This is an optimization exercise on Yosys and OpenROAD, whose aim is small area, a short achievable clock period and few clock cycles per item, not a production implementation.
At most, simulation tests tie the RTL to the original design; equivalence was not proved.
Function not checked in runs 5 and 6: the RTL went through the layout flow alone.
Power figures rest on the tool's default switching activity, not on a simulated workload.

`flow/flow/run.sh`:
```
#!/bin/bash
# Standard layout with: port buffers as plain buf_1 cells; timing repair aimed at a
# setup margin (slack to keep in reserve) of 11.5 ns; a clock tree of clkbuf_8 cells
# over clusters of up to 12 registers, without dummy loads.
set -euo pipefail
export BUFFER_PORTS_ARGS="-buffer_cell sky130_fd_sc_hd__buf_1"
export CTS_ARGS="-sink_clustering_enable -repair_clock_nets -dont_use_dummy_load -buf_list sky130_fd_sc_hd__clkbuf_8 -sink_clustering_size 12 -sink_clustering_max_diameter 50"
bash standard.sh SETUP_SLACK_MARGIN=11.5 finish > make_finish.log 2>&1
```
`flow/standard.sh`:
```
#!/bin/bash
# synth_recipe.tcl (not shown) runs the flow's synth.tcl, then flattens the netlist and writes it again
# the make line also repeats each setting of config.mk as NAME=value (left out here)
make -C /OpenROAD-flow-scripts/flow DESIGN_CONFIG=/design/flow/config.mk WORK_HOME=/design/flow/orfs CLKGATE_MAP_FILE= SYNTH_SCRIPT=/design/flow/synth_recipe.tcl "${@:-finish}"
```
`flow/config.mk`:
```
export PLATFORM = sky130hd
export DESIGN_NAME = motion_standby_decider
export DESIGN_NICKNAME = motion_standby_decider
export VERILOG_FILES = /design/flow/design.v
export SDC_FILE = /design/flow/constraint.sdc
export NUM_CORES = 4
export LEC_CHECK = 0
export CAP_MARGIN = 20
export CORE_MARGIN = 2
export CORE_UTILIZATION = 40
export SLEW_MARGIN = 20
```
`flow/constraint.sdc`:
```
create_clock -name core_clock -period 16.0 [get_ports {clock}]
set_input_delay 3.2000 -clock core_clock [delete_from_list [all_inputs] [get_ports {clock}]]
set_output_delay 3.2000 -clock core_clock [all_outputs]
set_load 0.01 [all_outputs]
```
`flow/design.v`:
```
package msd_pkg;
   localparam int CSR_INDEX_BITS = 3;
   localparam int CSR_DATA_BITS  = 32;
   localparam int CFG_TIME_BITS  = 32;
   localparam int THRESH_BITS    = 18;
   typedef enum logic [CSR_INDEX_BITS-1:0] {
      CSR_IDLE_TIMEOUT  = 3'd0,
      CSR_WAKE_GRACE    = 3'd1,
      CSR_LIFT_STABLE   = 3'd2,
      CSR_SET_DOWN_HOLD = 3'd3,
      CSR_STILL_THRESH  = 3'd4
   } csr_index_type;
   typedef enum logic [1:0] {
      KIND_TIME   = 2'd0,
      KIND_SAMPLE = 2'd1,
      KIND_ENTER  = 2'd2,
      KIND_WAKE   = 2'd3
   } kind_type;
   typedef enum logic [1:0] {
      CTX_PLAYING = 2'd0,
      CTX_PAUSED  = 2'd1,
      CTX_MENU    = 2'd2,
      CTX_OTHER   = 2'd3
   } context_type;
   typedef enum logic [1:0] {
      FLAT_NONE = 2'd0,
      FLAT_UP   = 2'd1,
      FLAT_DOWN = 2'd2,
      FLAT_BAD  = 2'd3
   } flat_type;
   typedef enum logic [1:0] {
      VERDICT_NONE  = 2'd0,
      VERDICT_ENTER = 2'd1,
      VERDICT_WAKE  = 2'd2,
      VERDICT_RSVD  = 2'd3
   } verdict_type;
endpackage
module motion_standby_decider #(
   parameter int TIME_BITS  = 32,
   parameter int ACCEL_BITS = 16
) (
   input  logic                                 clock,
   input  logic                                 reset,
   input  logic                                 csr_wr_en,
   input  logic [msd_pkg::CSR_INDEX_BITS-1:0]   csr_index,
   input  logic [msd_pkg::CSR_DATA_BITS-1:0]    csr_wr_data,
   input  logic                                 req_valid,
   output logic                                 req_stall,
   input  logic [1:0]                           req_kind,
   input  logic [TIME_BITS-1:0]                 req_now_ms,
   input  logic [1:0]                           req_screen_context,
   input  logic [1:0]                           req_flat_class,
   input  logic signed [ACCEL_BITS-1:0]         req_accel_x,
   input  logic signed [ACCEL_BITS-1:0]         req_accel_y,
   input  logic signed [ACCEL_BITS-1:0]         req_accel_z,
   output logic                                 rsp_valid,
   input  logic                                 rsp_stall,
   output logic [1:0]                           rsp_verdict,
   output logic                                 rsp_screen_off,
   output logic                                 rsp_standby_now,
   output logic                                 rsp_wake_allowed
);
   localparam int DRIFT_BITS = ACCEL_BITS + 2;
   function automatic logic time_reached(input logic [TIME_BITS-1:0] now,
                                         input logic [TIME_BITS-1:0] since,
                                         input logic [TIME_BITS-1:0] limit);
      logic [TIME_BITS-1:0] x, y, cs, cc;
      logic [TIME_BITS+1:0] w;
      logic                 k;
      x  = since;
      y  = ~now;
      cs = x ^ y ^ limit;
      cc = (x & y) | (x & limit) | (y & limit);
      w  = {2'b00, cs} + {1'b0, cc, 1'b0};
      k  = since > now;
      time_reached = k ? !w[TIME_BITS+1] : !(w[TIME_BITS+1] || w[TIME_BITS]);
   endfunction
   logic [TIME_BITS-1:0]             idle_timeout_ff, wake_grace_ff, lift_stable_ff, hold_time_ff;
   logic [msd_pkg::THRESH_BITS-1:0]  still_thresh_ff;
   logic [msd_pkg::CSR_DATA_BITS-1:0] csr_data;
   assign csr_data = reset ? '0 : csr_wr_data;
   always_ff @(posedge clock) begin
      if (reset || (csr_wr_en && csr_index == msd_pkg::CSR_IDLE_TIMEOUT))  idle_timeout_ff <= csr_data;
      if (reset || (csr_wr_en && csr_index == msd_pkg::CSR_WAKE_GRACE))    wake_grace_ff   <= csr_data;
      if (reset || (csr_wr_en && csr_index == msd_pkg::CSR_LIFT_STABLE))   lift_stable_ff  <= csr_data;
      if (reset || (csr_wr_en && csr_index == msd_pkg::CSR_SET_DOWN_HOLD)) hold_time_ff    <= csr_data;
      if (reset || (csr_wr_en && csr_index == msd_pkg::CSR_STILL_THRESH))
         still_thresh_ff <= csr_data[msd_pkg::THRESH_BITS-1:0];
   end
   logic                   in_valid_ff;
   logic [1:0]             kind_ff;
   logic [TIME_BITS-1:0]   now_ff;
   logic [1:0]             ctx_ff;
   logic [1:0]             flat_ff;
   logic [ACCEL_BITS-1:0]  ax_ff, ay_ff, az_ff;
   logic                   stall_ff;
   always_ff @(posedge clock) begin
      in_valid_ff <= req_valid && !stall_ff && !reset;
      kind_ff     <= req_kind;
      now_ff      <= req_now_ms;
      ctx_ff      <= req_screen_context;
      flat_ff     <= req_flat_class;
      ax_ff       <= req_accel_x;
      ay_ff       <= req_accel_y;
      az_ff       <= req_accel_z;
   end
   logic                   standby_ff;
   logic                   mode_ff;        
   logic                   ctx_seen_ff;
   logic [1:0]             prev_ctx_ff;
   logic [1:0]             hold_face_ff;   
   logic [TIME_BITS-1:0]   ta_ff, tb_ff;
   logic [ACCEL_BITS-1:0]  ref_x_ff, ref_y_ff, ref_z_ff;
   logic        is_time, is_sample, is_enter, is_wake;
   logic        is_flat, face_down, reading_ctx, idle_ctx, ctx_new;
   logic        same_face, lift_pend;
   logic        drift_big;
   logic        reach_a, reach_b, grace_zero, idle_on;
   assign is_time   = kind_ff == msd_pkg::KIND_TIME;
   assign is_sample = kind_ff == msd_pkg::KIND_SAMPLE;
   assign is_enter  = kind_ff == msd_pkg::KIND_ENTER;
   assign is_wake   = kind_ff == msd_pkg::KIND_WAKE;
   assign is_flat     = flat_ff[0] ^ flat_ff[1];
   assign face_down   = flat_ff == msd_pkg::FLAT_DOWN;
   assign reading_ctx = !ctx_ff[1];
   assign idle_ctx    = ctx_ff[0] ^ ctx_ff[1];
   assign ctx_new     = !kind_ff[1] && (!ctx_seen_ff || ctx_ff != prev_ctx_ff);
   assign same_face   = flat_ff == hold_face_ff;
   assign lift_pend   = hold_face_ff[0];
   logic [ACCEL_BITS:0]   dx, dy, dz;
   logic [ACCEL_BITS-1:0] mx, my, mz, ds1, dc1;
   logic [DRIFT_BITS:0]   ds2, dc2;
   logic [DRIFT_BITS+1:0] psum;
   logic [DRIFT_BITS:0]   p;
   assign dx = {ax_ff[ACCEL_BITS-1], ax_ff} - {ref_x_ff[ACCEL_BITS-1], ref_x_ff};
   assign dy = {ay_ff[ACCEL_BITS-1], ay_ff} - {ref_y_ff[ACCEL_BITS-1], ref_y_ff};
   assign dz = {az_ff[ACCEL_BITS-1], az_ff} - {ref_z_ff[ACCEL_BITS-1], ref_z_ff};
   assign mx = dx[ACCEL_BITS-1:0] ^ {ACCEL_BITS{!dx[ACCEL_BITS]}};
   assign my = dy[ACCEL_BITS-1:0] ^ {ACCEL_BITS{!dy[ACCEL_BITS]}};
   assign mz = dz[ACCEL_BITS-1:0] ^ {ACCEL_BITS{!dz[ACCEL_BITS]}};
   assign ds1 = mx ^ my ^ mz;
   assign dc1 = (mx & my) | (mx & mz) | (my & mz);
   logic [DRIFT_BITS:0] o1, o2, o3;
   assign o1 = {3'b000, ds1};
   assign o2 = {2'b00, dc1, !dx[ACCEL_BITS]};
   assign o3 = {1'b0, still_thresh_ff};
   assign ds2 = o1 ^ o2 ^ o3;
   assign dc2 = (o1 & o2) | (o1 & o3) | (o2 & o3);
   assign psum = {ds2, 1'b1} + {dc2[DRIFT_BITS-1:0], !dy[ACCEL_BITS], !dz[ACCEL_BITS]};
   assign p = psum[DRIFT_BITS+1:1];
   assign drift_big = !(p[DRIFT_BITS] || (p[DRIFT_BITS-1] && p[DRIFT_BITS-2]));
   assign reach_a    = time_reached(now_ff, ta_ff, standby_ff ? wake_grace_ff : idle_timeout_ff);
   assign reach_b    = time_reached(now_ff, tb_ff, standby_ff ? lift_stable_ff : hold_time_ff);
   assign grace_zero = wake_grace_ff == '0;
   assign idle_on    = idle_timeout_ff != '0;
   logic        standby_in, mode_in;
   logic [1:0]  hold_face_in;
   logic        load_ta, load_tb;
   logic [1:0]  verdict_in;
   logic        screen_off_in, wake_ok_in;
   logic        awake, a_sample, a_held, restart, hold_enter, idle_base, idle_fire;
   logic        enter_ext, wake_ext, s_sample, lift_start, wake_v, hold_kept;
   assign awake      = !standby_ff;
   assign a_sample   = awake && is_sample;
   assign a_held     = a_sample && is_flat && reading_ctx && mode_ff;
   assign restart    = a_held && (!same_face || drift_big);
   assign hold_enter = a_held && same_face && !drift_big && reach_b;
   assign idle_base  = awake && !kind_ff[1] && idle_on && idle_ctx && !ctx_new && reach_a;
   assign idle_fire  = idle_base && !hold_enter;
   assign enter_ext  = awake && is_enter;
   assign s_sample   = standby_ff && is_sample && !is_flat && mode_ff;
   assign lift_start = s_sample && !lift_pend;
   assign wake_v     = s_sample && lift_pend && reach_b && reach_a;
   assign wake_ext   = standby_ff && is_wake;
   assign hold_kept  = is_sample ? a_held : (hold_face_ff != 2'b00);
   assign standby_in = standby_ff ? !(wake_v || wake_ext) : (enter_ext || hold_enter || idle_base);
   assign load_ta    = (awake && (ctx_new || enter_ext || hold_enter || idle_base)) || wake_v || wake_ext;
   assign load_tb    = restart || lift_start;
   assign verdict_in = {wake_v, hold_enter || idle_fire};
   assign screen_off_in = hold_enter && face_down;
   assign wake_ok_in = standby_ff ? (wake_v || wake_ext || reach_a)
                                  : (!(enter_ext || hold_enter || idle_base) || grace_zero);
   always_comb begin
      mode_in      = mode_ff;
      hold_face_in = hold_face_ff;
      if (standby_ff) begin
         if (is_sample && is_flat) begin
            mode_in      = 1'b1;                
            hold_face_in = 2'b00;               
         end else if (lift_start) begin
            hold_face_in = 2'b01;               
         end else if (wake_v) begin
            mode_in      = 1'b1;                
            hold_face_in = 2'b00;
         end else if (wake_ext) begin
            mode_in      = 1'b0;                
            hold_face_in = 2'b00;
         end
      end else begin
         if (a_sample && !is_flat) begin
            mode_in = 1'b1;
         end
         if (a_sample && !a_held) begin
            hold_face_in = 2'b00;
         end
         if (restart) begin
            hold_face_in = flat_ff;
         end
         if (hold_enter || enter_ext) begin
            mode_in      = hold_enter;          
            hold_face_in = 2'b00;
         end
         if (idle_fire) begin
            mode_in      = hold_kept;           
            hold_face_in = 2'b00;
         end
      end
   end
   always_ff @(posedge clock) begin
      if (reset) begin
         standby_ff   <= 1'b0;
         mode_ff      <= 1'b1;
         ctx_seen_ff  <= 1'b0;
         hold_face_ff <= 2'b00;
      end else if (in_valid_ff) begin
         standby_ff   <= standby_in;
         mode_ff      <= mode_in;
         hold_face_ff <= hold_face_in;
         if (!kind_ff[1]) begin
            ctx_seen_ff <= 1'b1;
         end
      end
   end
   always_ff @(posedge clock) begin
      if (in_valid_ff) begin
         if (!kind_ff[1]) prev_ctx_ff <= ctx_ff;
         if (load_ta) ta_ff <= now_ff;
         if (load_tb) tb_ff <= now_ff;
         if (restart) begin
            ref_x_ff <= ax_ff;
            ref_y_ff <= ay_ff;
            ref_z_ff <= az_ff;
         end
      end
   end
   logic [4:0] res;
   logic [4:0] q0_ff, q1_ff, q2_ff;
   logic       v0_ff, v1_ff, v2_ff;
   logic       pop, push;
   logic       s0, s1, s2;    
   logic       v1_next, v2_next;
   assign res  = {verdict_in, screen_off_in, standby_in, wake_ok_in};
   assign pop  = v0_ff && !rsp_stall;
   assign push = in_valid_ff;
   assign s0   = pop ? v1_ff : v0_ff;
   assign s1   = pop ? v2_ff : v1_ff;
   assign s2   = !pop && v2_ff;
   assign v1_next = s1 || (s0 && push);
   assign v2_next = s2 || (s1 && push);
   always_ff @(posedge clock) begin
      if (reset) begin
         v0_ff <= 1'b0;
         v1_ff <= 1'b0;
         v2_ff <= 1'b0;
      end else begin
         v0_ff <= s0 || push;
         v1_ff <= v1_next;
         v2_ff <= v2_next;
      end
      q0_ff <= s0 ? (pop ? q1_ff : q0_ff) : res;
      q1_ff <= s1 ? (pop ? q2_ff : q1_ff) : res;
      q2_ff <= s2 ? q2_ff : res;
   end
   always_ff @(posedge clock) begin
      if (reset) begin
         stall_ff <= 1'b0;
      end else begin
         stall_ff <= v2_next || (v1_next && req_valid && !stall_ff);
      end
   end
   assign req_stall        = stall_ff;
   assign rsp_valid        = v0_ff;
   assign rsp_verdict      = q0_ff[4:3];
   assign rsp_screen_off   = q0_ff[2];
   assign rsp_standby_now  = q0_ff[1];
   assign rsp_wake_allowed = q0_ff[0];
endmodule
```
==> impl_results.md, run 1 <==
* Status: complete, no violations
* Register area at 0.0102 sq mm
* CP max FO at 9
* PortBufs at 132
* TritonRoute pass-1 iters at 5
* First-pass GRT wire length at 78100 um
* Synth unique cells at 69
* #FFs+latches synth at 371
* Kind of critical path: reg -> reg
* FFs w/ async S/R, synth at 0%
* Nets at 2396
* Clock Skews at 0.0503 ns
* Synthesis-to-finish area growth at 15.2%
* Yosys warnings at 1
* Via count at 13508
* Via density at 5.08
* Worst path required time at 16.35 ns
* Max Freq at 163 MHz
* Cell Area, Placed at 0.0221 sq mm
* Initial Util at 40.4%
* Std cell rows at 83
* # H-tree levels at 2
* Fin crit period at 6.12 ns
* CP startpoint kind: flip-flop
* Total gr overflow at 0
* Layout fillers at 4707
* CTS clock-pin slew for the worst setup and hold paths at 0.08 ns
* Clock Sinks at 371
* Final Hold Viols at 0
* Initial antenna violation count at 1
* DRC errors left at 0
* Critical Path AT at 6.48 ns
* Syn Area/Cell at 11.9 sq um
* Final std cells w/o fill at 2660
* Die X at 232 um
* Final GP Congestion at 0.829
* Leakage at 9.97 nW
* Hold_buf cts at 0
* CTS Buf Count at 45
* Proportion of layout cells with a drive suffix above 1 at 10.8%
* Die Ht at 232 um
* Largest net degree at the start of global routing at 44
* Hold_ws at 0.435 ns
* Routed wire length at 50800 um
* RSZ-0062 raised after global routing: true
* Final Instance Area at 0.0239 sq mm
* Placed Cells at 2546
* Worst-margin pin slew at 1.03 ns
* Vias in the first global route at 13873
* I/O Pins at 133
* Register area share after synthesis at 49.2%
* Starting DRC count in detailed routing at 835
* Place WS at 9.26 ns
* ANT nets after route at 0
* Setup violators final at 0
* CTS tree: done
* Die ar. at 0.0536 sq mm
* Clock buffer depth at 3
* Hold Path Class: reg -> reg
* Gr usage total at 19.1%
* Final Max Slew Viols at 0
* Period utilization at 38.3%
* Cell Area, Synth at 0.0207 sq mm
* VDD IR max at 0.0000534 V
* Rel. slew slack at 31.2%
* Synth Instances at 1747
* Crit end category: flip-flop
* Clock insertion delay at the later pin of the skew report at 0.64 ns
* Ys flop type: edfxtp_1
* Synth Net Count at 2162
* EDFF count, synth at 275
* CTS root buf: clkbuf_8
* Area of the multi-input gates at 0.00977 sq mm
* Final HPWL DP at 36200 um
* Number of max-cap violations at 0
* Avg WL per Cell at 19.1 um
* Pwr Density at 101 mW/mm^2
* Setup ws final at 9.88 ns
* Setup TNS at 0 ns
* Core outline area at 0.0512 sq mm
## cells in the mapped netlist, drive strengths merged, types with 3 or more instances
cell / n / area share [%]
a2111o: 3 / 0.16
xor2: 18 / 0.76
dfxtp: 96 / 9.3
o22ai: 3 / 0.091
a211oi: 11 / 0.40
a31oi: 7 / 0.21
nor2: 56 / 1.0
ha: 193 / 12
nand2b: 13 / 0.39
nor3: 21 / 0.51
xnor2: 69 / 2.9
and2: 11 / 0.33
and3: 6 / 0.18
nor4: 25 / 0.83
o21a: 13 / 0.48
o21bai: 4 / 0.15
nand3: 33 / 0.80
a21boi: 7 / 0.25
nand2: 62 / 1.1
nor2b: 46 / 1.4
nand4: 30 / 0.91
clkbuf: 14 / 0.25
a221oi: 6 / 0.25
or2: 4 / 0.12
or3: 3 / 0.091
a2111oi: 6 / 0.28
a22oi: 4 / 0.17
a21oi: 78 / 1.9
mux2i: 68 / 3.3
o21ai: 45 / 1.1
nand4b: 3 / 0.13
o31ai: 5 / 0.21
a31o: 5 / 0.21
o2111ai: 4 / 0.17
inv: 335 / 6.1
a21o: 29 / 1.1
o211ai: 13 / 0.50
fa: 96 / 9.3
edfxtp: 275 / 40
## flip-flops by register name, summed over array words and instances, names as in the netlist, 18 cells and up
signal           count
hold_time_ff        32
ta_ff               32
lift_stable_ff      32
now_ff              32
still_thresh_ff     18
wake_grace_ff       32
tb_ff               32
idle_timeout_ff     32
## worst max-delay path, stage by stage (launching register included)
cell,delay (ns)
dfxtp_1,0.32
inv_1,0.05
ha_1,0.15
inv_1,0.06
fa_1,0.44
a211oi_2,0.26
o211ai_1,0.22
a31o_2,0.34
a21oi_4,0.25
buf_4,0.26
xnor2_1,0.10
fa_1,0.49
inv_1,0.05
fa_1,0.45
ha_1,0.31
nand2_1,0.10
nor4_4,0.29
nand3_1,0.14
o311a_1,0.40
a221oi_2,0.31
o211ai_1,0.23
a31oi_4,0.33
buf_12,0.16
clkbuf_16,0.16
## where the power goes
part / internal [mW] / leakage (nW) / switching, mW / total, mW
registers: 1.10 / 3.44 / 0.0379 / 1.13
clock network: 0.249 / 0.324 / 0.323 / 0.572
logic: 0.314 / 6.21 / 0.394 / 0.709
total: 1.66 / 9.97 / 0.756 / 2.41
## routing by layer
layer,vias to the layer above,part of all wire (%),track usage (%),routed length [um]
li1,6506,-,-,-
met1,6651,48,27.1,24200
met2,289,46,30.7,23300
met3,62,4.9,2.83,2480
met4,0,1.6,4.66,826
met5,-,0,0,0
## worst paths after layout
check,startpoint,end,slack [ns],cells past startpoint
worst min-delay path,ay_ff[0]$_DFF_P_,ref_y_ff[0]$_DFFE_PP_,0.44,0
worst min register to register,ay_ff[0]$_DFF_P_,ref_y_ff[0]$_DFFE_PP_,0.44,0
worst max register to register,az_ff[0]$_DFF_P_,ta_ff[21]$_DFFE_PP_,9.88,23
worst max-delay path,az_ff[0]$_DFF_P_,ta_ff[21]$_DFFE_PP_,9.88,23
## per-stage QoR
stage	power, mW	utilization [%]
floorplan	1.60	-
global placement	1.75	43.2
detailed placement	1.77	43.2
CTS	2.41	46.0
global route	2.57	46.6
finish	2.41	46.6
## final cells by class
type	instances	share of cell area (%)
diodes	1	0.0105
multi-input cells	1033	41.0
repair buffers	195	4.89
flip-flops and latches	371	42.7
clock buffers	45	2.60
inverters	335	5.29
well taps	680	3.57
## cell families (layout without fill, tap and decap cells)
logic type	count (synthesis)	after routing	share of synthesized area, %
flip-flops	371	371	49.2
buffers and inverters	351	575	6.36
AND/OR/NAND/NOR	321	328	8.14
adder cells (fa/ha/maj)	290	290	21.0
AO/OA/AOI/OAI	258	259	8.31
XOR/XNOR	87	87	3.68
multiplexers	69	69	3.34
other	0	1	0
## what timing repair did
action | CTS | global route
setup buffers | 40 | 18
gates resized for setup | 73 | 22
endpoints found under the setup margin | 259 | 258
hold endpoints to repair | 0 | 0
pin swaps | 32 | 26
cloned | 7 | 3
## layout by cell type, fill, tap and decap left out, types with 11 or more instances in the layout
master and n:
inv_1 328, fa_1 94, nor2_1 56, dfxtp_1 94
mux2i_1 67, nand2b_1 13, nor2b_1 45, xor2_1 18
a21o_1 29, nor4_1 23, o21a_1 11, nand3_1 33
nand4_1 30, xnor2_1 62, edfxtp_1 275, buf_4 46
buf_1 131, nand2_1 55, a21oi_1 70, o211ai_1 12
o21ai_0 33, nor3_1 19, clkbuf_8 45, ha_1 190
Testbench counts, summed over its fixed seeds: cycles 24,016, items 24,000.
==> run 2, diff against run 1 <==
==> flow/flow/run.sh (replaced) <==
#!/bin/bash
# Standard layout with: port buffers as plain buf_1 cells; timing repair aimed at a
# setup margin (slack to keep in reserve) of 10.5 ns; a clock tree of clkbuf_8 cells
# over clusters of up to 12 registers, without dummy loads; adders left to ABC (no full-adder cell extraction).
set -euo pipefail
export BUFFER_PORTS_ARGS="-buffer_cell sky130_fd_sc_hd__buf_1"
export CTS_ARGS="-sink_clustering_enable -repair_clock_nets -dont_use_dummy_load -buf_list sky130_fd_sc_hd__clkbuf_8 -sink_clustering_size 12 -sink_clustering_max_diameter 50"
bash standard.sh SETUP_SLACK_MARGIN=10.5 ADDER_MAP_FILE= finish > make_finish.log 2>&1
==> impl_results.md, run 2 <==
* First-pass GRT wire length at 91900 um (+18%)
* Cell Area, Synth at 0.0221 sq mm (+6.9%)
* Yosys warnings at 1 (unchanged)
* ANT nets after route at 0 (unchanged)
* Core Util, Final at 47.4% (+0.82 points)
* Setup violators final at 0 (unchanged)
* Place WS at 9.16 ns (-0.101 ns)
* Die X at 239 um (+3.3%)
* Clock Sinks at 371 (unchanged)
* Core outline area at 0.0549 sq mm (+7.2%)
* Vias in the first global route at 16897 (+22%)
* DRC errors left at 0 (unchanged)
* Pwr Density at 108 mW/mm^2 (+6.5%)
* Via count at 16932 (+25%)
* Synth top area share at 37.3% (-2.6 points)
* Simple-Gate Fraction of Synth Area at 14.7% (+6.5 points)
* Clock Skews at 0.110 ns (+0.0602 ns)
* PortBufs at 132 (unchanged)
* Ys flop type: edfxtp_1
* Final GP Congestion at 0.876 (+5.6%)
* Design Power at 2.81 mW (+16%)
* Most frequent cells in the layout: 275 x edfxtp_1, 169 x nor2_1, 161 x xnor2_1
* Synth cell count leaders: 275 x edfxtp_1, 193 x xnor2_1, 171 x nor2_1
* Die ar. at 0.0572 sq mm (+6.7%)
* Setup TNS at 0 ns (unchanged)
* Final Hold Viols at 0 (unchanged)
* Avg WL per Cell at 19.1 um (about the same)
* Leakage at 9.39 nW (-5.8%)
* Via density at 5.45 (+7.3%)
* I/O Pins at 133 (unchanged)
* Kind of critical path: reg -> reg
* Hold_buf cts at 0 (unchanged)
* Register area share after synthesis at 46.0% (-3.2 points)
* Synthesis-to-finish area growth at 17.6%
* Synth Instances at 2150 (+23%)
* Status: complete, no violations
* Initial antenna violation count at 1 (unchanged)
* Crit end category: flip-flop
* Die Ht at 239 um (+3.3%)
* Clock insertion delay at the later pin of the skew report at 0.68 ns (+0.04 ns)
* Compound-Gate Fraction of Synth Area at 14.0% (+5.7 points)
* TritonRoute pass-1 iters at 6 (+1)
* Crit-path most repeated cell: maj3_2
* VDD IR max at 0.0000550 V (+3.1%)
* EDFF count, synth at 275 (unchanged)
* Fin crit period at 6.01 ns (-0.117 ns)
* Slowest stage delay, CP at 0.44 ns (-0.05 ns)
* Starting DRC count in detailed routing at 1180 (+41%)
* Largest net degree at the start of global routing at 48 (+9.1%)
* Mux cell area share after synthesis at 3.50% (+0.16 points)
* Gr usage total at 20.5% (+1.4 points)
* Max Freq at 167 MHz (+2.0%)
* Number of max-cap violations at 0 (unchanged)
* Critical Path AT at 6.34 ns (-0.14 ns)
* Total gr overflow at 0 (unchanged)
* Synth Area in XOR/XNOR at 14.2% (+10 points)
* CTS root buf: clkbuf_8
* Commonest non-fill, non-tap cell in the layout: edfxtp_1
* Synth unique cells at 98 (+42%)
* Clock buffer depth at 3 (unchanged)
* Proportion of layout cells with a drive suffix above 1 at 15.3% (+4.5 points)
* Initial Util at 40.3% (-0.13 points)
* Top cells by area, synth: edfxtp_1 37%, dfxtp_1 8.7%, xnor2_1 7.6%
* Nets at 2531 (+5.6%)
* Final HPWL DP at 41400 um (+14%)
* Rel. slew slack at 40.0% (+8.8 points)
* #FFs+latches synth at 371 (unchanged)
* Adder-cell share of the synthesized area at 4.71% (-16 points)
* Final Max Slew Viols at 0 (unchanged)
* Critical-path cell list: nand2b_4 -> maj3_2 -> a21o_1 -> a21o_1 -> maj3_2 -> maj3_2 -> xor2_4 -> buf_4 -> xnor2_4 -> xnor3_1 -> xnor2_2 -> mux2i_1 -> a32oi_2 -> or3_1 -> a31o_1 -> and3_4 -> xor2_1 -> or3b_4 -> a21oi_4 -> a311o_2 -> o31a_4 -> buf_12
* Setup ws final at 9.99 ns (+0.117 ns)
* Crit-path slowest cell: or3b_4
* Largest family of logic cells by synthesized area: simple AND/OR/NAND/NOR gates
* Largest area contributor in the netlist: edfxtp_1
* CTS Buf Count at 50 (+11%)
* Std cell rows at 86 (+3.6%)
* Synth Net Count at 2276 (+5.3%)
* # H-tree levels at 2 (unchanged)
* Routed wire length at 59300 um (+17%)
* CP startpoint kind: flip-flop
* Syn Area/Cell at 10.3 sq um (-13%)
* Top-count cell post-synth: edfxtp_1
* Hold Path Class: reg -> reg
* Period utilization at 37.5% (-0.73 points)
* CTS tree: done
* CP max FO at 8 (-1)
* RSZ-0062 raised after global routing: true
* Worst-margin pin slew at 0.895 ns (-0.136 ns)
* CTS clock-pin slew for the worst setup and hold paths at 0.08 ns (about the same)
* FFs w/ async S/R, synth at 0% (unchanged)
* Worst path required time at 16.33 ns (-0.02 ns)
==> run 2: cell types whose count changed in the layout (fill, tap and decap cells not counted), sizes merged, moves of 36 or more <==
cell / delta
inv: -214
ha: -193
xnor2: +129
nor2: +116
maj3: +102
fa: -96
nand2: +85
o21ai: +84
xor2: +74
nor2b: +58
nand2b: +39
buf: +38
a21oi: +36
==> run 2: layout make-up <==
| class | instances | area (sq um) |
|---|---|---|
| antenna | 1 | 2.50 |
| clock buffer | 50 | 688 |
| fill | 5073 | 28900 |
| inverter | 120 | 450 |
| multi-input combinational | 1628 | 12300 |
| sequential | 371 | 10200 |
| tap | 704 | 881 |
| timing repair buffer | 234 | 1480 |
==> run 2: cell families after synthesis <==
logic type	after synthesis
compound gates	476
fa+ha+maj	103
buf+inv	160
simple gates	651
mux	75
xor+xnor	314
flops	371
==> run 2: routing by layer <==
metal / wire (um) / vias up / track usage (%)
met5: 0 / - / 0
met4: 1880 / 0 / 6.89
met3: 2540 / 111 / 2.86
met2: 28400 / 352 / 35.0
met1: 26500 / 8222 / 26.7
li1: - / 8247 / -
==> run 2: power by group <==
part	switching (mW)	internal (mW)
clock network	0.333	0.275
logic	0.556	0.494
registers	0.0509	1.10
==> run 2: worst max-delay path: cells and delay by family (launching register included) <==
family,cells,cell delay [ns]
flip-flops,1,0.32
buffers and inverters,2,0.33
AND/OR/NAND/NOR,4,1.15
XOR/XNOR,5,1.12
AO/OA/AOI/OAI,7,1.47
adder cells (fa/ha/maj),3,1.03
multiplexers,1,0.25
==> run 2: worst paths after layout <==
| path | cells past startpoint | slack [ns] | startpoint | to |
|---|---|---|---|---|
| max | 22 | 9.99 | ay_ff[0]$_DFF_P_ | ta_ff[5]$_DFFE_PP_ |
| min | 0 | 0.48 | ax_ff[0]$_DFF_P_ | ref_x_ff[0]$_DFFE_PP_ |
| max reg2reg | 22 | 9.99 | ay_ff[0]$_DFF_P_ | ta_ff[5]$_DFFE_PP_ |
| min reg2reg | 0 | 0.48 | ax_ff[0]$_DFF_P_ | ref_x_ff[0]$_DFFE_PP_ |
==> run 2: per-stage QoR <==
stage | area (sq um) | std cells | hold WS (ns)
2_1_floorplan | 22200 | 2150 | 0.406
3_3_place_gp | 23500 | 2952 | 0.451
3_5_place_dp | 23500 | 2952 | 0.461
4_1_cts | 25500 | 3083 | 0.477
5_1_grt | 26000 | 3108 | 0.488
6_report | 26000 | 3108 | 0.476
==> run 2: what timing repair did <==
item                                    in CTS  in global routing
endpoints found under the setup margin     131                131
buffers inserted                            73                 20
resized for setup                          124                 49
gates cloned                                 8                  4
pin swaps                                   52                 30
==> run 3, diff against run 2 <==
==> flow/flow/run.sh (replaced) <==
#!/bin/bash
# Standard layout with these changes:
# - synthesis maps the logic with flow/abc_delay.script (ABC delay target 4500 ps) through
#   flow/my_synth.tcl, and leaves adders to ABC (no full-adder cell extraction), so ABC
#   sees whole arithmetic paths; registers are untouched;
# - port buffers are plain buf_1 cells;
# - timing repair aims at a setup margin (slack to keep in reserve) of 11 ns;
# - the clock tree uses clkbuf_8 cells over clusters of up to 12 registers, without dummy loads.
set -euo pipefail
export MY_ABC_SCRIPT=$PWD/flow/abc_delay.script
export BUFFER_PORTS_ARGS="-buffer_cell sky130_fd_sc_hd__buf_1"
export CTS_ARGS="-sink_clustering_enable -repair_clock_nets -dont_use_dummy_load -buf_list sky130_fd_sc_hd__clkbuf_8 -sink_clustering_size 12 -sink_clustering_max_diameter 50"
bash standard.sh SYNTH_SCRIPT=$PWD/flow/my_synth.tcl ADDER_MAP_FILE= SETUP_SLACK_MARGIN=11 finish > make_finish.log 2>&1
==> flow/flow/abc_delay.script (new file) <==
strash
dch
map -D 4500 -B 0.9
topo
stime -c
buffer -c
upsize -c -D 4500
dnsize -c -D 4500
==> flow/flow/my_synth.tcl (new file) <==
proc synth {args} { yosys synth -nofsm -noshare {*}$args }
# technology mapping with this flow's own ABC script (MY_ABC_SCRIPT) in place of ORFS's
proc abc {args} {
  set i [lsearch -exact $args -script]
  if {$i >= 0 && [info exists ::env(MY_ABC_SCRIPT)]} {
    set args [lreplace $args [expr {$i + 1}] [expr {$i + 1}] $::env(MY_ABC_SCRIPT)]
  }
  yosys abc {*}$args
}
source $::env(SCRIPTS_DIR)/synth.tcl
# left out here: clear keep_hierarchy, flatten, clean up, hide names made inside functions, write 1_2_yosys.v
==> impl_results.md, run 3 <==
* Status: complete, no violations
* Starting DRC count in detailed routing at 1386 (+17%)
* Max Freq at 213 MHz (+28%)
* Ys flop type: edfxtp_1
* FFs w/ async S/R, synth at 0% (unchanged)
* Syn Area/Cell at 6.89 sq um (-33%)
* Synth Area in XOR/XNOR at 3.40% (-11 points)
* Core outline area at 0.0565 sq mm (+2.9%)
* CTS tree: done
* First-pass GRT wire length at 94000 um (+2.3%)
* Synth unique cells at 41 (-58%)
* CTS Buf Count at 51 (+2.0%)
* Final std cells w/o fill at 4282 (+38%)
* Die ar. at 0.0592 sq mm (+3.5%)
* Switching part of the total power at 33.2% (-0.34 points)
* CP Launch Point: standby_ff$_SDFFE_PP0P_
* Nets at 3653 (+44%)
* TritonRoute pass-1 iters at 5 (-1)
* I/O Pins at 133 (unchanged)
* Most frequent cells in the layout: 1260 x nand2_1, 486 x inv_1, 344 x nor2_1
* Clock buffer depth at 3 (unchanged)
* Initial antenna violation count at 1 (unchanged)
* Register area share after synthesis at 44.4% (-1.6 points)
* Number of max-cap violations at 0 (unchanged)
* Initial Util at 40.6% (+0.26 points)
* Kind of critical path: reg -> reg
* Internal power at 1.60 mW (-14%)
* Pwr Density at 91.6 mW/mm^2 (-15%)
* CP max FO at 68 (+60)
* Worst r2r dst: ta_ff[12]$_DFFE_PP_
* Final HPWL DP at 45100 um (+9.0%)
* Final GP Congestion at 0.889 (+1.4%)
* Switching power at 792 uW (-16%)
* Mux cell area share after synthesis at 0% (-3.5 points)
* Vias in the first global route at 18625 (+10%)
* Simple-Gate Fraction of Synth Area at 37.6% (+23 points)
* Largest net degree at the start of global routing at 73 (+52%)
* Setup TNS at 0 ns (unchanged)
* Worst path required time at 16.33 ns (about the same)
* Rel. slew slack at 40.9% (+0.87 points)
* ANT nets after route at 0 (unchanged)
* Hold_buf cts at 0 (unchanged)
* Final Max Slew Viols at 0 (unchanged)
* Synthesis-to-finish area growth at 13.8%
* Crit end category: flip-flop
* Final Hold Viols at 0 (unchanged)
* RSZ-0062 raised after global routing: false
* Synth top area share at 36.0% (-1.3 points)
* Total gr overflow at 0 (unchanged)
* Final Instance Area at 0.0261 sq mm (+0.20%)
* Largest family of logic cells by synthesized area: simple AND/OR/NAND/NOR gates
* Critical Path AT at 5.03 ns (-1.31 ns)
* Via count at 20657 (+22%)
* Core Util, Final at 46.2% (-1.3 points)
* Cell Area, Placed at 0.0244 sq mm (+4.0%)
* PortBufs at 132 (unchanged)
* Die Ht at 243 um (+1.8%)
* Cell Area, Synth at 0.0229 sq mm (+3.6%)
* Synth Instances at 3326 (+55%)
* DRC errors left at 0 (unchanged)
* Largest area contributor in the netlist: edfxtp_1
* Register area at 0.0102 sq mm (about the same)
* Synth cell count leaders: 1322 x nand2_1, 489 x inv_1, 364 x nor2_1
* Via density at 4.82 (-11%)
* Placed Cells at 4191 (+42%)
* R2R setup slack at 11.30 ns (+1.30 ns)
* Layout fillers at 5804 (+14%)
* Routed wire length at 61300 um (+3.4%)
* Clock share of power at 25.4% (+3.7 points)
* CTS root buf: clkbuf_8
* Adder-cell share of the synthesized area at 0% (-4.7 points)
* Avg WL per Cell at 14.3 um (-25%)
* Gate power share at 27.2% (-10 points)
* Top cells by area, synth: edfxtp_1 36%, nand2_1 22%, dfxtp_1 8.4%
* Synth Net Count at 3452 (+52%)
* # H-tree levels at 2 (unchanged)
* Top-count cell post-synth: nand2_1
* Period utilization at 29.4% (-8.1 points)
* Worst r2r src: standby_ff$_SDFFE_PP0P_
* Gr usage total at 19.8% (-0.72 points)
* Fin crit period at 4.70 ns (-1.30 ns)
* EDFF count, synth at 275 (unchanged)
* Die X at 243 um (+1.8%)
* Std cell rows at 87 (+1.2%)
* Compound-Gate Fraction of Synth Area at 6.02% (-8.0 points)
* Critical Path Sink: ta_ff[12]$_DFFE_PP_
* Yosys warnings at 1 (unchanged)
* Hold Path Class: reg -> reg
* Setup ws final at 11.30 ns (+1.30 ns)
* CP startpoint kind: flip-flop
* Worst-margin pin slew at 0.878 ns (-0.0163 ns)
* Leakage at 12.9 nW (+37%)
* VDD IR max at 0.0000612 V (+11%)
* Setup violators final at 0 (unchanged)
* Reg power frac at 47.3% (+6.4 points)
* Proportion of layout cells with a drive suffix above 1 at 7.86% (-7.4 points)
* Commonest non-fill, non-tap cell in the layout: nand2_1
* Clock Sinks at 371 (unchanged)
* Reg2Reg Depth at 25 (+14%)
* CTS clock-pin slew for the worst setup and hold paths at 0.07 ns (about the same)
* Clock insertion delay at the later pin of the skew report at 0.65 ns (-0.03 ns)
* Design Power at 2.39 mW (-15%)
* #FFs+latches synth at 371 (unchanged)
* Clock Skews at 0.0760 ns (-0.0344 ns)
* Area of the multi-input gates at 0.0114 sq mm (-7.2%)
* Place WS at 10.01 ns (+0.853 ns)
* Hold_ws at 0.441 ns (-0.0355 ns)
==> run 3: layout make-up <==
type                       instances  area share, %
antenna                            1        0.00960
clock buffer                      51           2.69
inverter                         492           7.11
multi-input combinational       2438           43.9
sequential                       371           39.1
tap                              756           3.63
timing repair buffer             173           3.63
==> run 3: repair_timing <==
action	4_1_cts	5_1_grt
pin swaps	2	20
setup buffers	5	19
gates cloned	1	14
setup endpoints to repair	128	127
resized for setup	24	140
==> run 3: power groups by stage <==
| stage | Clock, mW | Combinational [mW] | Sequential [mW] |
|---|---|---|---|
| 6_report | 0.607 | 0.650 | 1.13 |
| 4_1_cts | 0.636 | 0.609 | 1.13 |
| 2_1_floorplan | 0 | 0.459 | 1.14 |
| 5_1_grt | 0.669 | 0.744 | 1.14 |
| 3_5_place_dp | 0 | 0.602 | 1.15 |
| 3_3_place_gp | 0 | 0.600 | 1.15 |
==> run 3: worst min path at each step <==
stage	start	end	slack [ns]	depth (start not counted)
6_report	ax_ff[9]$_DFF_P_	ref_x_ff[9]$_DFFE_PP_	0.44	0
3_3_place_gp	stall_ff$_SDFF_PP0_	in_valid_ff$_DFF_P_	0.44	1
3_5_place_dp	stall_ff$_SDFF_PP0_	in_valid_ff$_DFF_P_	0.44	1
2_1_floorplan	ax_ff[15]$_DFF_P_	ref_x_ff[15]$_DFFE_PP_	0.41	0
4_1_cts	ax_ff[11]$_DFF_P_	ref_x_ff[11]$_DFFE_PP_	0.44	0
5_1_grt	az_ff[14]$_DFF_P_	ref_z_ff[14]$_DFFE_PP_	0.46	0
==> run 3: metal layers <==
layer / wire length, um / global-route usage, %
met5: 0 / 0
met4: 1300 / 5.34
met3: 3810 / 3.19
met2: 26500 / 31.3
met1: 29700 / 28.0
==> run 3: worst max-delay path, stage by stage (launching register included) <==
cell,delay [ns]
dfxtp_2,0.34
buf_6,0.43
nand2_1,0.09
nand2_1,0.14
xnor2_1,0.14
or2_2,0.13
nand2_1,0.05
nand3_1,0.06
nand3_1,0.09
nand3_1,0.10
a31oi_1,0.11
o211ai_1,0.28
o211ai_1,0.24
nand3_1,0.12
and2_1,0.16
nand2_1,0.05
nand2_1,0.06
inv_1,0.03
nor2_1,0.38
nand2_1,0.09
nor2_1,0.34
a31oi_1,0.12
o21ai_0,0.13
o21ai_1,0.11
inv_2,0.26
clkbuf_16,0.25
==> run 3: cell families after synthesis <==
group                     Yosys count
and+or+nand+nor                  2107
buffers and inverters             525
DFF                               371
AOI/OAI and AO/OA                 234
xor gates and xnor gates           89
==> run 4, diff against run 3 <==
--- a/flow/flow/run.sh
+++ b/flow/flow/run.sh
@@ -1,6 +1,6 @@
 #!/bin/bash
 # Standard layout with these changes:
-# - synthesis maps the logic with flow/abc_delay.script (ABC delay target 4500 ps) through
+# - synthesis maps the logic with flow/abc_delay.script (ABC delay target 3000 ps) through
 #   flow/my_synth.tcl, and leaves adders to ABC (no full-adder cell extraction), so ABC
 #   sees whole arithmetic paths; registers are untouched;
 # - port buffers are plain buf_1 cells;
==> flow/flow/abc_delay.script (replaced) <==
strash
dch
map -D 3000 -B 0.9
topo
stime -c
buffer -c
upsize -c -D 3000
dnsize -c -D 3000
==> impl_results.md, run 4 <==
* Setup TNS at 0 ns (unchanged)
* Synth cell count leaders: 1216 x nand2_1, 435 x inv_1, 342 x nor2_1
* # H-tree levels at 2 (unchanged)
* Synth top area share at 34.6% (-1.4 points)
* Routed wire length at 59500 um (-3.0%)
* Register area share after synthesis at 42.7% (-1.7 points)
* Adder-cell share of the synthesized area at 0% (unchanged)
* Register area at 0.0102 sq mm (about the same)
* Simple-Gate Fraction of Synth Area at 39.3% (+1.7 points)
* Critical Path AT at 5.05 ns (+0.02 ns)
* Area of the multi-input gates at 0.0117 sq mm (+2.4%)
* Period utilization at 28.9% (-0.48 points)
* Leakage at 12.8 nW (-0.60%)
* Initial antenna violation count at 3 (+2)
* Via count at 20424 (-1.1%)
* Hold Path Class: reg -> reg
* Clock Skews at 0.125 ns (+0.0494 ns)
* Die Ht at 248 um (+2.0%)
* ANT nets after route at 0 (unchanged)
* Final GP Congestion at 0.857 (-3.6%)
* Most frequent cells in the layout: 1214 x nand2_1, 434 x inv_1, 340 x nor2_1
* Final Hold Viols at 0 (unchanged)
* Clock buffer depth at 3 (unchanged)
* Hold_ws at 0.407 ns (-0.0338 ns)
* CTS root buf: clkbuf_8
* Rel. slew slack at 29.6% (-11 points)
* Proportion of layout cells with a drive suffix above 1 at 10.6% (+2.7 points)
* Pwr Density at 92.2 mW/mm^2 (+0.70%)
* Worst-margin pin slew at 1.05 ns (+0.173 ns)
* Yosys warnings at 1 (unchanged)
* Crit-path most repeated cell: nand2_1
* Top-count cell post-synth: nand2_1
* I/O Pins at 133 (unchanged)
* #FFs+latches synth at 371 (unchanged)
* Worst path required time at 16.42 ns (+0.09 ns)
* VDD IR max at 0.0000593 V (-3.2%)
* Vias in the first global route at 18350 (-1.5%)
* Commonest non-fill, non-tap cell in the layout: nand2_1
* Number of max-cap violations at 0 (unchanged)
* Clock Sinks at 371 (unchanged)
* Largest family of logic cells by synthesized area: simple AND/OR/NAND/NOR gates
* EDFF count, synth at 275 (unchanged)
* Synthesis-to-finish area growth at 9.76%
* Avg WL per Cell at 13.9 um (-2.8%)
* Initial Util at 40.4% (-0.17 points)
* Final Max Slew Viols at 0 (unchanged)
* First-pass GRT wire length at 92900 um (-1.2%)
* Synth Instances at 3326 (unchanged)
* Kind of critical path: reg -> reg
* Critical-path cell list: clkbuf_8 -> nand2_1 -> nand2_1 -> xnor2_1 -> nand2_1 -> nand2_1 -> inv_1 -> o221ai_1 -> a31oi_1 -> o21ai_0 -> nand3_1 -> o211ai_1 -> nand4_1 -> nand2_1 -> nor2_1 -> or2_2 -> nand2_1 -> nor2_1 -> a31oi_1 -> o21ai_0 -> o21ai_0 -> inv_2 -> buf_12 -> clkbuf_16
* Setup violators final at 0 (unchanged)
* Largest area contributor in the netlist: edfxtp_1
* Starting DRC count in detailed routing at 1147 (-17%)
* Top cells by area, synth: edfxtp_1 35%, nand2_1 19%, dfxtp_1 8.1%
* FFs w/ async S/R, synth at 0% (unchanged)
* Total gr overflow at 0 (unchanged)
* Final HPWL DP at 46000 um (+1.9%)
* CTS clock-pin slew for the worst setup and hold paths at 0.08 ns (about the same)
* Via density at 4.78 (-0.92%)
* Cell Area, Synth at 0.0238 sq mm (+4.0%)
* Status: complete, no violations
* Ys flop type: edfxtp_1
* Max Freq at 216 MHz (+1.6%)
* Slowest stage delay, CP at 0.43 ns (about the same)
* Synth unique cells at 63 (+54%)
* CTS Buf Count at 54 (+5.9%)
* CP max FO at 68 (unchanged)
* Crit-path slowest cell: clkbuf_8
* Synth Area in XOR/XNOR at 3.36% (-0.038 points)
* TritonRoute pass-1 iters at 5 (unchanged)
* Std cell rows at 89 (+2.3%)
* Syn Area/Cell at 7.17 sq um (+4.0%)
* Die X at 248 um (+2.0%)
* Crit end category: flip-flop
* PortBufs at 132 (unchanged)
* CP startpoint kind: flip-flop
* DRC errors left at 0 (unchanged)
* Fin crit period at 4.63 ns (-0.0762 ns)
* Synth Net Count at 3452 (unchanged)
* Mux cell area share after synthesis at 0% (unchanged)
* Largest net degree at the start of global routing at 69 (-5.5%)
* Layout fillers at 6098 (+5.1%)
* Clock insertion delay at the later pin of the skew report at 0.70 ns (+0.05 ns)
* RSZ-0062 raised after global routing: false
* CTS tree: done
* Core outline area at 0.0590 sq mm (+4.5%)
* Nets at 3627 (-0.71%)
* Gr usage total at 19.1% (-0.68 points)
* Die ar. at 0.0616 sq mm (+4.0%)
* Compound-Gate Fraction of Synth Area at 6.02% (about the same)
[run 4: layout make-up]
class / instances / area share, %
Tap cell: 773 / 3.69
Sequential cell: 371 / 38.9
Inverter: 492 / 7.07
Timing Repair Buffer: 151 / 2.74
Clock buffer: 54 / 2.84
Antenna cell: 1 / 0.00956
Multi-Input combinational cell: 2431 / 44.8
[run 4: metal layers]
metal	part of all wire (%)	track usage, %	vias up
met1	49	26.5	9055
met3	5.2	3.22	83
met5	0.050	0	-
li1	-	-	10875
met4	2.2	5.15	4
met2	44	30.9	407
[run 4: cells by family after synthesis]
logic type      count (synthesis)
xor+xnor                       89
simple gates                 2107
compound gates                234
flops                         371
buf+inv                       525
[run 4: where the power goes]
part	internal [mW]	leakage, nW	switching (mW)	total, mW
logic	0.223	8.99	0.434	0.657
clock network	0.295	0.388	0.331	0.625
registers	1.10	3.44	0.0344	1.13
total	1.61	12.8	0.799	2.41
[run 4: per-stage QoR]
| step | utilization [%] | power [mW] | std cells | area [sq um] | worst slack (ns) |
|---|---|---|---|---|---|
| after detailed placement | 42.8 | 1.80 | 4207 | 25200 | 10.96 |
| after global routing | 44.4 | 2.57 | 4273 | 26200 | 10.96 |
| after global placement | 42.8 | 1.80 | 4207 | 25200 | 10.97 |
| final | 44.4 | 2.41 | 4273 | 26200 | 11.37 |
| after CTS | 44.0 | 2.43 | 4261 | 26000 | 11.04 |
| after floorplan | - | 1.65 | 3326 | 23900 | 10.74 |
[run 4: timing repair]
item / 4_1_cts / 5_1_grt
hold buffers: 0 / 0
setup buffers: 0 / 9
resized for setup: 0 / 25
setup endpoints to repair: 0 / 115
[run 4: final timing paths]
path,startpoint,endpoint,slack (ns),cells after the start
max,standby_ff$_SDFFE_PP0P_,ta_ff[13]$_DFFE_PP_,11.37,24
min,now_ff[6]$_DFF_P_,tb_ff[6]$_DFFE_PP_,0.41,0
max reg2reg,standby_ff$_SDFFE_PP0P_,ta_ff[13]$_DFFE_PP_,11.37,24
min reg2reg,now_ff[6]$_DFF_P_,tb_ff[6]$_DFFE_PP_,0.41,0
[run 4: critical path, delay by kind of cell, from the launching register on]
| family | cells | cell delay [ns] |
|---|---|---|
| buffers and inverters | 5 | 0.90 |
| flip-flops | 1 | 0.36 |
| XOR/XNOR | 1 | 0.14 |
| AND/OR/NAND/NOR | 11 | 1.47 |
| AO/OA/AOI/OAI | 7 | 1.45 |
==> run 5, diff against run 4 <==
--- a/flow/design.v
+++ b/flow/design.v
@@ -127,28 +127,46 @@
    assign ctx_new     = !kind_ff[1] && (!ctx_seen_ff || ctx_ff != prev_ctx_ff);
    assign same_face   = flat_ff == hold_face_ff;
    assign lift_pend   = hold_face_ff[0];
-   logic [ACCEL_BITS:0]   dx, dy, dz;
-   logic [ACCEL_BITS-1:0] mx, my, mz, ds1, dc1;
-   logic [DRIFT_BITS:0]   ds2, dc2;
-   logic [DRIFT_BITS+1:0] psum;
-   logic [DRIFT_BITS:0]   p;
-   assign dx = {ax_ff[ACCEL_BITS-1], ax_ff} - {ref_x_ff[ACCEL_BITS-1], ref_x_ff};
-   assign dy = {ay_ff[ACCEL_BITS-1], ay_ff} - {ref_y_ff[ACCEL_BITS-1], ref_y_ff};
-   assign dz = {az_ff[ACCEL_BITS-1], az_ff} - {ref_z_ff[ACCEL_BITS-1], ref_z_ff};
-   assign mx = dx[ACCEL_BITS-1:0] ^ {ACCEL_BITS{!dx[ACCEL_BITS]}};
-   assign my = dy[ACCEL_BITS-1:0] ^ {ACCEL_BITS{!dy[ACCEL_BITS]}};
-   assign mz = dz[ACCEL_BITS-1:0] ^ {ACCEL_BITS{!dz[ACCEL_BITS]}};
-   assign ds1 = mx ^ my ^ mz;
-   assign dc1 = (mx & my) | (mx & mz) | (my & mz);
-   logic [DRIFT_BITS:0] o1, o2, o3;
-   assign o1 = {3'b000, ds1};
-   assign o2 = {2'b00, dc1, !dx[ACCEL_BITS]};
-   assign o3 = {1'b0, still_thresh_ff};
-   assign ds2 = o1 ^ o2 ^ o3;
-   assign dc2 = (o1 & o2) | (o1 & o3) | (o2 & o3);
-   assign psum = {ds2, 1'b1} + {dc2[DRIFT_BITS-1:0], !dy[ACCEL_BITS], !dz[ACCEL_BITS]};
-   assign p = psum[DRIFT_BITS+1:1];
-   assign drift_big = !(p[DRIFT_BITS] || (p[DRIFT_BITS-1] && p[DRIFT_BITS-2]));
+   localparam int DW = DRIFT_BITS + 2;
+   logic [DW-1:0] ex, ey, ez, rx, ry, rz, xx, xy, xz, gx, gy, gz;
+   logic          sx, sy, sz;
+   logic [DW-1:0] t1s, t1c, t2s, t2c, o2a, o2b, t3s, t3c, o3a, t4s, t4c, o4a, o4b, t5s, t5c, o5a, o5b, pm;
+   assign ex = DW'($signed(ax_ff));
+   assign ey = DW'($signed(ay_ff));
+   assign ez = DW'($signed(az_ff));
+   assign rx = DW'($signed(ref_x_ff));
+   assign ry = DW'($signed(ref_y_ff));
+   assign rz = DW'($signed(ref_z_ff));
+   assign sx = $signed(ax_ff) < $signed(ref_x_ff);
+   assign sy = $signed(ay_ff) < $signed(ref_y_ff);
+   assign sz = $signed(az_ff) < $signed(ref_z_ff);
+   assign xx = ~(ex ^ rx);
+   assign xy = ~(ey ^ ry);
+   assign xz = ~(ez ^ rz);
+   assign gx = sx ? (ex & ~rx) : (~ex & rx);
+   assign gy = sy ? (ey & ~ry) : (~ey & ry);
+   assign gz = sz ? (ez & ~rz) : (~ez & rz);
+   assign t1s = xx ^ xy ^ xz;
+   assign t1c = (xx & xy) | (xx & xz) | (xy & xz);
+   assign o2a = {t1c[DW-2:0], 1'b1};
+   assign o2b = DW'(still_thresh_ff);
+   assign t2s = t1s ^ o2a ^ o2b;
+   assign t2c = (t1s & o2a) | (t1s & o2b) | (o2a & o2b);
+   assign o3a = {gx[DW-2:0], 1'b1};
+   logic [DW-1:0] o3b;
+   assign o3b = {t2c[DW-2:0], 1'b1};
+   assign t3s = t2s ^ o3b ^ o3a;
+   assign t3c = (t2s & o3b) | (t2s & o3a) | (o3b & o3a);
+   assign o4a = {gy[DW-2:0], 1'b0};
+   assign o4b = {gz[DW-2:0], 1'b0};
+   assign t4s = t3s ^ o4a ^ o4b;
+   assign t4c = (t3s & o4a) | (t3s & o4b) | (o4a & o4b);
+   assign o5a = {t4c[DW-2:0], 1'b0};
+   assign o5b = {t3c[DW-2:0], 1'b0};
+   assign t5s = t4s ^ o5a ^ o5b;
+   assign t5c = (t4s & o5a) | (t4s & o5b) | (o5a & o5b);
+   assign pm = t5s + {t5c[DW-2:0], 1'b0};
+   assign drift_big = pm[DW-1];
    assign reach_a    = time_reached(now_ff, ta_ff, standby_ff ? wake_grace_ff : idle_timeout_ff);
    assign reach_b    = time_reached(now_ff, tb_ff, standby_ff ? lift_stable_ff : hold_time_ff);
    assign grace_zero = wake_grace_ff == '0;
==> impl_results.md, run 5 <==
* Rel. slew slack at 49.2% (+20 points)
* Top cells by area, synth: edfxtp_1 37%, nand2_1 20%, dfxtp_1 8.6%
* FFs w/ async S/R, synth at 0% (unchanged)
* Clock Sinks at 371 (unchanged)
* CP startpoint kind: input port
* CTS Buf Count at 49 (-9.3%)
* Syn Area/Cell at 7.15 sq um (-0.31%)
* Worst path required time at 16.28 ns (-0.14 ns)
* Period utilization at 30.5% (+1.6 points)
* VDD IR max at 0.0000709 V (+20%)
* CTS root buf: clkbuf_8
* Pwr Density at 92.7 mW/mm^2 (+0.55%)
* Synth cell count leaders: 1169 x nand2_1, 501 x inv_1, 288 x nor2_1
* CTS tree: done
* Total gr overflow at 0 (unchanged)
* CP max FO at 38 (-44%)
* Largest area contributor in the netlist: edfxtp_1
* Hold Path Class: reg -> reg
* Die Ht at 241 um (-3.0%)
* Avg WL per Cell at 14.6 um (+4.8%)
* DRC errors left at 0 (unchanged)
* Synth unique cells at 55 (-13%)
* PortBufs at 132 (unchanged)
* Final Max Slew Viols at 0 (unchanged)
* RSZ-0062 raised after global routing: false
* Synth Instances at 3136 (-5.7%)
* Routed wire length at 59100 um (-0.61%)
* Max Freq at 205 MHz (-5.1%)
* Nets at 3431 (-5.4%)
* Final Hold Viols at 0 (unchanged)
* Clock buffer depth at 3 (unchanged)
* I/O Pins at 133 (unchanged)
* #FFs+latches synth at 371 (unchanged)
* Yosys warnings at 1 (unchanged)
* Initial Util at 40.6% (+0.20 points)
* ANT nets after route at 0 (unchanged)
* CTS clock-pin slew for the worst setup and hold paths at 0.07 ns (about the same)
* Largest net degree at the start of global routing at 71 (+2.9%)
* Layout fillers at 5644 (-7.4%)
* Via count at 19403 (-5.0%)
* Status: complete, no violations
* Ys flop type: edfxtp_1
* Critical Path AT at 5.16 ns (+0.11 ns)
* Core outline area at 0.0552 sq mm (-6.5%)
* Std cell rows at 86 (-3.4%)
* Vias in the first global route at 17948 (-2.2%)
* Kind of critical path: in -> reg
* Die ar. at 0.0580 sq mm (-5.9%)
* Hold_buf cts at 0 (unchanged)
* Setup TNS at 0 ns (unchanged)
* Commonest non-fill, non-tap cell in the layout: nand2_1
* Clock insertion delay at the later pin of the skew report at 0.68 ns (-0.02 ns)
* Proportion of layout cells with a drive suffix above 1 at 4.90% (-5.7 points)
* Die X at 241 um (-3.0%)
* Setup violators final at 0 (unchanged)
* Core Util, Final at 44.9% (+0.50 points)
* EDFF count, synth at 275 (unchanged)
* Gr usage total at 20.3% (+1.2 points)
* Synth top area share at 36.8% (+2.2 points)
* Clock Skews at 0.107 ns (-0.0182 ns)
* Fin crit period at 4.88 ns (+0.250 ns)
* Register area share after synthesis at 45.4% (+2.7 points)
* Synthesis-to-finish area growth at 10.5%
* Via density at 4.79 (+0.18%)
* Starting DRC count in detailed routing at 1245 (+8.5%)
* Final HPWL DP at 44800 um (-2.5%)
* Initial antenna violation count at 1 (-2)
* Crit end category: flip-flop
* Synth Net Count at 3262 (-5.5%)
* Leakage at 12.3 nW (-3.9%)
* TritonRoute pass-1 iters at 5 (unchanged)
* Hold_ws at 0.412 ns (+0.00485 ns)
* Worst-margin pin slew at 0.756 ns (-0.296 ns)
* First-pass GRT wire length at 91700 um (-1.3%)
* Top-count cell post-synth: nand2_1
* Cell Area, Synth at 0.0224 sq mm (-6.0%)
* # H-tree levels at 2 (unchanged)
* Final GP Congestion at 0.912 (+6.5%)
* Most frequent cells in the layout: 1165 x nand2_1, 499 x inv_1, 285 x nor2_1
* Number of max-cap violations at 0 (unchanged)
-- run 5: changes by cell type after synthesis, sizes merged, moves of 4 or more --
cell	previous run	this run
nand4	42	32
and2	8	1
o21ai	85	141
a21oi	65	54
nand2	1322	1179
buf	17	22
clkbuf	16	10
nand3	267	245
xnor2	44	35
nor2	364	290
nand3b	8	19
inv	490	506
o221ai	1	5
-- run 5: cells by family (layout without fill, tap and decap cells) --
logic type | Yosys count | in the layout | synth area share [%]
simple gates | 1855 | 1858 | 34.5
other cells | 0 | 1 | 0
flops | 371 | 371 | 45.4
compound gates | 290 | 290 | 7.65
xor+xnor | 81 | 81 | 3.16
buf+inv | 539 | 703 | 9.30
-- run 5: power by group --
part	switching [mW]	total, mW	internal [mW]	leakage [nW]
Clock	0.325	0.594	0.269	0.352
Sequential	0.0343	1.13	1.10	3.44
Combinational	0.375	0.571	0.196	8.53
-- run 5: through the flow --
| stage | setup WS, ns | cells | instance area (sq um) | total power [mW] |
|---|---|---|---|---|
| floorplan | 10.74 | 3136 | 22400 | 1.57 |
| finish | 11.12 | 4052 | 24800 | 2.30 |
| global route | 10.99 | 4052 | 24800 | 2.45 |
| detailed placement | 10.27 | 3995 | 23800 | 1.71 |
| global placement | 10.38 | 3995 | 23800 | 1.71 |
| CTS | 11.02 | 4044 | 24500 | 2.31 |
-- run 5: routing by layer --
metal / part of all wire (%) / wire length, um / GRT usage [%] / vias up
met1: 46 / 27200 / 26.5 / 8583
met2: 45 / 26600 / 33.9 / 401
met4: 3.3 / 1930 / 6.53 / 0
met5: 0 / 0 / 0 / -
met3: 5.6 / 3340 / 4.08 / 99
li1: - / - / - / 10320
-- run 5: worst paths after layout --
check	from	slack, ns	endpoint	depth (start not counted)
setup / recovery	reset	11.12	idle_timeout_ff[7]$_DFFE_PP_	5
hold reg to reg	ay_ff[6]$_DFF_P_	0.41	ref_y_ff[6]$_DFFE_PP_	0
hold / removal	ay_ff[6]$_DFF_P_	0.41	ref_y_ff[6]$_DFFE_PP_	0
setup reg to reg	ref_x_ff[15]$_DFFE_PP_	11.44	ta_ff[11]$_DFFE_PP_	29
-- run 5: worst max-delay path, stage by stage --
cell and delay (ns):
clkbuf_2 0.07, buf_4 0.40, clkinv_1 0.59, o21ai_2 0.42, buf_4 0.44
-- run 5: final cells by class --
| type | count | area (sq um) | share of cell area (%) |
|---|---|---|---|
| well taps | 748 | 936 | 3.78 |
| diodes | 1 | 2.50 | 0.0101 |
| repair buffers | 147 | 679 | 2.74 |
| inverters | 507 | 1910 | 7.71 |
| clock buffers | 49 | 674 | 2.72 |
| multi-input cells | 2229 | 10400 | 41.9 |
| flip-flops and latches | 371 | 10200 | 41.1 |
-- run 5: repair_timing --
action	in CTS	in global routing
endpoints found under the hold margin	0	0
setup buffers	0	3
endpoints found under the setup margin	126	126
cloned	0	4
pin swaps	0	3
resized for setup	15	32
==> run 6, diff against run 5 <==
--- a/flow/config.mk
+++ b/flow/config.mk
@@ -7,5 +7,5 @@
 export LEC_CHECK = 0
 export CAP_MARGIN = 20
 export CORE_MARGIN = 2
-export CORE_UTILIZATION = 40
+export CORE_UTILIZATION = 60
 export SLEW_MARGIN = 20
==> impl_results.md, run 6 <==
* Status: complete, no violations
* Final Max Slew Viols at 0 (unchanged)
* CTS root buf: clkbuf_8
* Clock Skews at 0.103 ns (-0.00409 ns)
* CTS clock-pin slew for the worst setup and hold paths at 0.06 ns (about the same)
* Final HPWL DP at 44400 um (-0.92%)
* Clock buffer depth at 3 (unchanged)
* Crit end category: flip-flop
* Design Power at 2.29 mW (-0.26%)
* Largest net degree at the start of global routing at 83 (+17%)
* Top cells by area, synth: edfxtp_1 37%, nand2_1 20%, dfxtp_1 8.6%
* Hold path cells at 0 (unchanged)
* FFs w/ async S/R, synth at 0% (unchanged)
* Clock Sinks at 371 (unchanged)
* #FFs+latches synth at 371 (unchanged)
* Die Ht at 197 um (-18%)
* Avg WL per Cell at 15.8 um (+8.4%)
* Top-count cell post-synth: nand2_1
* Period utilization at 29.5% (-0.97 points)
* CP startpoint kind: input port
* VDD IR max at 0.0000776 V (+9.4%)
* CTS Buf Count at 46 (-6.1%)
* Place WS at 10.09 ns (-0.181 ns)
* Gr usage total at 30.2% (+9.9 points)
* Die X at 197 um (-18%)
* Hold Path Class: reg -> reg
* Ys flop type: edfxtp_1
* Worst-margin pin slew at 1.10 ns (+0.344 ns)
* Reg2Reg Depth at 28 (-3.4%)
* Fin crit period at 4.72 ns (-0.156 ns)
* Starting DRC count in detailed routing at 1199 (-3.7%)
* Met1 usage at 35.4% (+8.9 points)
* I/O Pins at 133 (unchanged)
* Std cell rows at 70 (-19%)
* R2R setup slack at 11.31 ns (-0.13 ns)
* Clock insertion delay at the later pin of the skew report at 0.67 ns (about the same)
* Initial Util at 61.1% (+20 points)
* Gr busiest metal: met2
* Slowest stage delay, CP at 0.46 ns (-0.13 ns)
* Via density at 5.36 (+12%)
* Synth unique cells at 55 (unchanged)
* Proportion of layout cells with a drive suffix above 1 at 4.79% (-0.12 points)
* Setup violators final at 0 (unchanged)
* Synth cell count leaders: 1169 x nand2_1, 501 x inv_1, 288 x nor2_1
* Largest area contributor in the netlist: edfxtp_1
* Final GP Congestion at 0.967 (+6.0%)
* Critical-path cell list: clkbuf_2 -> buf_4 -> clkinvlp_4 -> o31ai_4 -> buf_4
* TritonRoute pass-1 iters at 6 (+1)
* Synth top area share at 36.8% (unchanged)
* Met3 Resource Use GR at 4.90% (+0.82 points)
* Crit-path slowest cell: buf_4
* PortBufs at 132 (unchanged)
* Synth Net Count at 3262 (unchanged)
* Hold_ws at 0.452 ns (+0.0405 ns)
* Crit-path most repeated cell: buf_4
* First-pass GRT wire length at 91800 um (+0.10%)
* Core outline area at 0.0367 sq mm (-34%)
* DRC errors left at 0 (unchanged)
* Setup ws final at 11.28 ns (+0.156 ns)
* Register area share after synthesis at 45.4% (unchanged)
* Setup TNS at 0 ns (unchanged)
* Diodes inserted at 0 (-1)
* Synthesis-to-finish area growth at 8.95%
* Cell Area, Synth at 0.0224 sq mm (unchanged)
* CP max FO at 38 (unchanged)
* # H-tree levels at 2 (unchanged)
* Most frequent cells in the layout: 1165 x nand2_1, 499 x inv_1, 283 x nor2_1
* Syn Area/Cell at 7.15 sq um (unchanged)
* Routed wire length at 59600 um (+0.78%)
* Max Freq at 212 MHz (+3.3%)
* RSZ-0062 raised after global routing: false
* Core Util, Final at 66.5% (+22 points)
* GR Layer Usage met2 at 53.9% (+20 points)
* ANT nets after route at 0 (unchanged)
* Via count at 20206 (+4.1%)
* Rel. slew slack at 26.7% (-22 points)
* EDFF count, synth at 275 (unchanged)
* Kind of critical path: in -> reg
* Synth Instances at 3136 (unchanged)
* Total gr overflow at 0 (unchanged)
* Critical Path AT at 5.03 ns (-0.13 ns)
* Commonest non-fill, non-tap cell in the layout: nand2_1
* CTS tree: done
* Pwr Density at 93.7 mW/mm^2 (+1.1%)
* Layout fillers at 3195 (-43%)
* Nets at 3427 (-0.12%)
* Final Hold Viols at 0 (unchanged)
* Number of max-cap violations at 0 (unchanged)
* Initial antenna violation count at 0 (-1)
* Die ar. at 0.0389 sq mm (-33%)
* Worst path required time at 16.30 ns (+0.02 ns)
* Yosys warnings at 1 (unchanged)
* Leakage at 12.3 nW (-0.10%)
* Vias in the first global route at 19008 (+5.9%)
run 6: stage by stage:
step	cell area, sq um	instances
6_report	24400	3767
2_1_floorplan	22400	3136
3_5_place_dp	23500	3713
5_1_grt	24400	3767
4_1_cts	24200	3759
3_3_place_gp	23500	3713
run 6: worst max-delay path, delay by kind of cell:
kind            cells  cell delay [ns]
compound gates      1             0.38
buf+inv             4             1.41
run 6: logic make-up after synthesis:
kind of cell    synth area share, %
compound gates                 7.65
xor+xnor                       3.16
buf+inv                        9.30
flops                          45.4
simple gates                   34.5
run 6: metal layers:
layer | vias up | routed length, um | part of all wire, %
met5 | - | 0 | 0
met1 | 9099 | 23800 | 40
met4 | 0 | 2980 | 5.0
met2 | 615 | 29000 | 49
met3 | 166 | 3810 | 6.4
li1 | 10326 | - | -
run 6: what timing repair did:
action	CTS	global route
gates resized for setup	16	31
setup buffers	0	2
endpoints found under the setup margin	128	136
hold buffers	0	0
pin swaps	0	4
cloned	0	5
run 6: worst paths after layout:
path | end | from
max reg2reg | ta_ff[5]$_DFFE_PP_ | ref_z_ff[11]$_DFFE_PP_
min | ref_z_ff[5]$_DFFE_PP_ | az_ff[5]$_DFF_P_
max | lift_stable_ff[7]$_DFFE_PP_ | reset
min reg2reg | ref_z_ff[5]$_DFFE_PP_ | az_ff[5]$_DFF_P_
run 6: report_power, final:
| group | switching, mW | total [mW] | internal [mW] |
|---|---|---|---|
| Clock | 0.325 | 0.578 | 0.253 |
| Combinational | 0.385 | 0.582 | 0.196 |
| Sequential | 0.0336 | 1.13 | 1.10 |
| Total | 0.744 | 2.29 | 1.55 |
run 6: cell type report:
cell class / instances / area [sq um] / share of cell area, %
Clock buffer: 46 / 633 / 2.59
Inverter: 507 / 1910 / 7.83
Multi-Input combinational cell: 2228 / 10400 / 42.5
Sequential cell: 371 / 10200 / 41.7
Tap cell: 468 / 586 / 2.40
Timing Repair Buffer: 147 / 743 / 3.04

-- afterwards: timing with drivers on the ports --
In the flow no input, the clock included, has a driving cell. The finished layouts below were timed again as built, in two steps. Step 1: set_driving_cell puts a clkbuf_16 on clock and a buf_2 on each other input, an assumption about the parent block. Step 2 adds t to the input delays and takes it off the output delays; t is the mean of the earliest and latest rising clock arrival at the registers after step 1. Input paths then give back, and output paths get back, about the clock's delay inside the block. Slacks: no drivers / after step 1 / after step 2; pairs: no drivers / after step 1.
run | t, ns | slack for setup (ns) | worst setup path at the end | clock arrival spread, ns
run 1 | 0.672 | 9.877 / 9.877 / 9.877 | register to register | 0.051 / 0.050
run 2 | 0.677 | 9.994 / 9.994 / 9.994 | register to register | 0.112 / 0.112
run 3 | 0.668 | 11.296 / 11.296 / 10.796 | input to register | 0.076 / 0.076
run 4 | 0.692 | 11.372 / 11.372 / 10.915 | input to register | 0.125 / 0.125
run 5 | 0.677 | 11.123 / 11.154 / 10.477 | input to register | 0.107 / 0.108
run 6 | 0.671 | 11.278 / 11.304 / 10.633 | input to register | 0.103 / 0.103
After both steps every run listed still meets setup and hold. The setup slack of run 5, which loses most, moves by +0.031 ns with the drivers and by -0.646 ns with both steps.
